This design comes from an exercise in tuning for small area, a short achievable clock period and few clock cycles on the open sky130 flow, not from production work.
Function was checked by simulation only, so behaviour that the tests miss may differ from the original.

==> flow/design.v (outline; a module is shown in full before it is edited, if it fits) <==
// module stick_radial_dead_zone: 2123 lines
// module srdz_sumsq: 1453 lines
// module srdz_mulabs: 1273 lines
module stick_radial_dead_zone #(
    parameter int SAMPLE_BITS = 16
) (
    input  logic                            aclk,
    input  logic                            aresetn,
    input  logic                            cfg_we,
    input  logic [srdz_pkg::DEAD_W-1:0]     cfg_wdata,    
    input  logic                            s_tvalid,
    output logic                            s_tready,
    input  logic [2*srdz_pkg::DATA_W-1:0]   s_tdata,      
    output logic                            m_tvalid,
    input  logic                            m_tready,
    output logic [2*srdz_pkg::DATA_W-1:0]   m_tdata,      
    output logic [0:0]                      m_tuser       
);
  // ...
==> flow/run.sh <==
#!/bin/bash
# synth_recipe.tcl (not shown) runs the flow's synth.tcl, then flattens the netlist and writes it again
# the make line also repeats each setting of config.mk as NAME=value (left out here)
make -C /OpenROAD-flow-scripts/flow DESIGN_CONFIG=/design/flow/config.mk WORK_HOME=/design/flow/orfs CLKGATE_MAP_FILE= SYNTH_SCRIPT=/design/flow/synth_recipe.tcl finish
==> flow/config.mk <==
export PLATFORM = sky130hd
export DESIGN_NAME = stick_radial_dead_zone
export DESIGN_NICKNAME = stick_radial_dead_zone
export VERILOG_FILES = /design/flow/design.v
export SDC_FILE = /design/flow/constraint.sdc
export NUM_CORES = 4
export LEC_CHECK = 0
export ABC_AREA = 1
export CAP_MARGIN = 20
export CORE_MARGIN = 2
export CORE_UTILIZATION = 40
export SETUP_SLACK_MARGIN = 4.0
export SLEW_MARGIN = 20
==> flow/constraint.sdc <==
create_clock -name core_clock -period 8.0 [get_ports {aclk}]
set_input_delay 1.6000 -clock core_clock [delete_from_list [all_inputs] [get_ports {aclk}]]
set_output_delay 1.6000 -clock core_clock [all_outputs]
set_load 0.01 [all_outputs]
==> flow_summary.toml, run 1 <==
[detailed_routing]
routedWlPerCell_um = 18.6

[hold_path]
hold_class = "flip-flop to flip-flop"

[sta]
slew_headroom_pct = 15.7
setup_ws_ns = 2.71
worstMarginPinSlew_ns = 1.26

[layout]
multi_input_area_share_pct = 43.6
buf_share_pct = 10.7
largest_reg_flops = 31
num_antenna_cells = 4
layout.comb_gates.multi_input = 8382

[grt]
grt.busiest_layer = "met2"
met2_usage_pct = 35.3

[synthesis]
synthCells = 12200
ys_types = 65
synth_area_um2 = 123000
synth_commonest_cells = "2246 x nand2_1, 1808 x edfxtp_1, 1727 x inv_1, 1067 x ha_1, 1002 x a21oi_1"
synth_most_common_cell = "nand2_1"
synth_nets = 14000
synthTopCellsByArea = "edfxtp_1 44%, ha_1 11%, fa_1 9.8%"
yosysSeqAreaShare_pct = 45.5

[die]
placementRows = 203

[place]
dp.cells = 16300
place_ws_ns = 1.39
routabilityCongestion = 0.884
port_buffers = 86

[outcome]
status = "no timing/DRC/antenna violations"

[clock_network]
ctsHoldBuffers = 0
Testbench counts, summed over its fixed seeds: cycles 12,184.
==> inputs of run 2 (changes only) <==
--- a/flow/config.mk
+++ b/flow/config.mk
@@ -11,3 +11,3 @@
 export CORE_UTILIZATION = 40
-export SETUP_SLACK_MARGIN = 4.0
+export SETUP_SLACK_MARGIN = 3.0
 export SLEW_MARGIN = 20
==> run 2 against run 1 <==
- wire length shrank 9.3%
- largest cell class unchanged
- setup slack gained 0.041 ns
- still clean on timing, DRC and antenna
- worst hold slack got worse by 0.0010 ns
==> flow_summary.toml, run 2 <==
[outcome]
status = "no timing/DRC/antenna violations"

[die]
die_x_um = 558
start_util_pct = 40.2
io_pins = 87
die_h_um = 558
placementRows = 203
coreArea_um2 = 305000
dieArea_um2 = 311000

[detailed_routing]
routedWlPerCell_um = 17.7
dr.first_iter.drc_count = 5738
vias_per_cell = 5.07
drc = 0
via_count = 88800
ant_nets = 0
routed_wl_um = 310000
dr.pass1.iters = 7

[synthesis]
ys_warn_count = 1
synthCells = 12200
ys_types = 65
synth_area_um2 = 123000
synth.ff_latch_count = 1880
synth_top_area_share_pct = 44.3
yosysSeqAreaShare_pct = 45.5
synth_top_flop_cell = "edfxtp_1"
synthTopCellsByArea = "edfxtp_1 44%, ha_1 11%, fa_1 9.8%"
synth_most_common_cell = "nand2_1"
avgSynthCellArea_um2 = 10.0
async_reset_ff_share_pct = 0
synth.largest_area_cell = "edfxtp_1"
synth_edf_count = 1808
synth_nets = 14000
synth_commonest_cells = "2246 x nand2_1, 1808 x edfxtp_1, 1727 x inv_1, 1067 x ha_1, 1002 x a21oi_1"

[layout]
largest_reg_flops = 31
reg_top3 = "p1_ss x31, p1_sc x30"
layout_common_cells = "1875 x nand2_1, 1808 x edfxtp_1, 1590 x inv_1"
final_util_pct = 49.4
drive_above_1_share_pct = 20.0
layout_commonest_cell = "nand2_1"
syn2layout_area_growth_pct = 23.1
regMostFlops = "p1_ss"
final_nets = 15000

[critical_path]
slowest_delay_ns = 0.54
path_common_cell = "fa_1"
rr_worst_depth = 18
worstReg2RegStart = "p13_sat$_DFFE_PN_"
path_class = "flip-flop to flip-flop"
cp_cell_sequence = "buf_4, buf_6, buf_6, nor2_4, buf_12, buf_12, nor2_2, fa_1, fa_1, inv_2, fa_1, fa_1, inv_2, fa_2, inv_2, fa_1, inv_2, fa_2"
arrival_ns = 5.87
reg2reg_slack_ns = 2.75
path_delay_family = "adder cells"
cp.required_ns = 8.62
crit_path_max_fanout = 5
cp.buffers_inverters = 9
cp-end-kind = "flip-flop"
r2r-end = "p14_pxs[13]$_DFFE_PN_"
worst_path_max_delay_cell = "fa_1"
cp_num_cells = 18
start_kind = "flip-flop"

[sta]
fmax_mhz = 190
hold_violations = 0
slew_headroom_pct = 26.4
min_period_over_period_pct = 65.6
clock_skew_ns = 0.0918
fin_crit_ns = 5.25
grt_setup_unrepaired = "true"
setup_viol_count_final = 0
drv_slew = 0
worstMarginPinSlew_ns = 1.10
setup-tns-final_ns = 0
setup_ws_ns = 2.75

[hold_path]
hp-start = "nden[1]$_DFF_P_"
hold_end = "nden_s6[1]$_DFF_P_"
hold_class = "flip-flop to flip-flop"
hold_depth = 0

[grt]
grt_overflow = 0
first_global_vias = 84600
antenna_found_initial = 9
grt_max_degree = 197
grt.busiest_layer = "met2"
grt_usage_pct = 18.9
grt_util_met1_pct = 24.7
met2_usage_pct = 32.2
grt_pass1_wl_um = 464000
use_met3_pct = 2.42

[clock_network]
cts_buffers = 208
cts_root_buf = "clkbuf_16"
cts_max_level = 4
cts_tree = "built"
path_clk_slew_ns = 0.07
cts_max_path_buffers = 4
clk_latency_ns = 0.92
ctsHoldBuffers = 0
clock_sinks = 1880

[place]
routabilityCongestion = 0.884
place_ws_ns = 1.39
port_buffers = 86
dp_hpwl_um = 209000

[job]
max_cap_violations = 0
run 2: timing repair:
| action | 4_1_cts | 5_1_grt |
|---|---|---|
| pin swaps | 256 | 683 |
| setup endpoints to repair | 499 | 475 |
| cloned | 45 | 42 |
| resized for setup | 752 | 1291 |
| setup buffers | 347 | 433 |
| endpoints found under the hold margin | 0 | 0 |
run 2: cells by family (layout without fill, tap and decap cells):
logic type               Yosys count  after routing  share of synthesized area (%)
AND/OR/NAND/NOR                 3907           3938                           12.9
buffers and inverters           2022           3161                           6.28
AO/OA/AOI/OAI                   1972           1972                           8.91
flip-flops                      1880           1880                           45.5
adder cells (fa/ha/maj)         1670           1670                           20.7
XOR/XNOR                         779            779                           5.56
multiplexers                      18             18                          0.162
other                              0              6                              0
run 2: stage by stage:
step | instance area [µm²] | hold slack, ns | instances
global placement | 128000 | 0.312 | 16300
global route | 151000 | 0.327 | 17500
floorplan | 123000 | 0.310 | 12200
CTS | 142000 | 0.317 | 17000
finish | 151000 | 0.312 | 17500
detailed placement | 128000 | 0.312 | 16300
run 2: worst max path at each step:
stage	endpoint	from
finish	p14_pxs[13]$_DFFE_PN_	p13_sat$_DFFE_PN_
global route	p6_A0[14]$_DFFE_PN_	p5_r14[4]$_DFFE_PN_
CTS	p6_L14$_DFFE_PN_	p5_r14[3]$_DFFE_PN_
detailed placement	p18_XA7[0]$_DFFE_PN_	p17_mag[1]$_DFFE_PN_
global placement	p18_XA7[0]$_DFFE_PN_	p17_mag[1]$_DFFE_PN_
floorplan	s_tready	skid_v_reg$_SDFFE_PP0P_
run 2: layout make-up:
type,count,area (µm²)
Fill cell,27300,154000
Inverter,1755,6820
Timing Repair Buffer,1006,9850
Timing Repair inverter,20,156
Sequential cell,1880,55800
Tap cell,4100,5130
Antenna cell,6,15.0
Multi-Input combinational cell,8377,66200
Clock buffer,240,5400
Clock inverter,140,1600
run 2: routing by layer:
| metal | routed length, µm | vias up |
|---|---|---|
| li1 | - | 43200 |
| met1 | 133000 | 42800 |
| met2 | 151000 | 2207 |
| met3 | 15400 | 646 |
| met4 | 11500 | 2 |
| met5 | 13 | - |

[separate check: timing with driven ports]
No port has a modelled driver above. Below, the same layouts with a new extraction and two added sets of constraints.
Step 1 (the two cells are an assumption about what drives the block):
set clk [get_ports {aclk}]
set_driving_cell -lib_cell sky130_fd_sc_hd__clkbuf_16 $clk
set_driving_cell -lib_cell sky130_fd_sc_hd__buf_2 [delete_from_list [all_inputs] $clk]
Step 2 adds t to the input delays and takes it off the output delays; t is the mean of the earliest and latest rising clock arrival at the registers after step 1. Input paths then give back, and output paths get back, about the clock's delay inside the block.
Slacks: ideal ports / drivers / drivers and shift; pairs: ideal ports / drivers.
run	t, ns	setup WS [ns]	worst hold slack (ns)	worst register clock-pin slew, ns	worst data-port slew with drivers (ns)
run 1	0.988	2.707 / 2.707 / 2.707	0.313 / 0.313 / 0.313	0.08 / 0.08	0.13
run 2	0.981	2.748 / 2.748 / 2.748	0.312 / 0.312 / 0.312	0.08 / 0.08	0.14
After both steps every run listed still meets setup and hold.
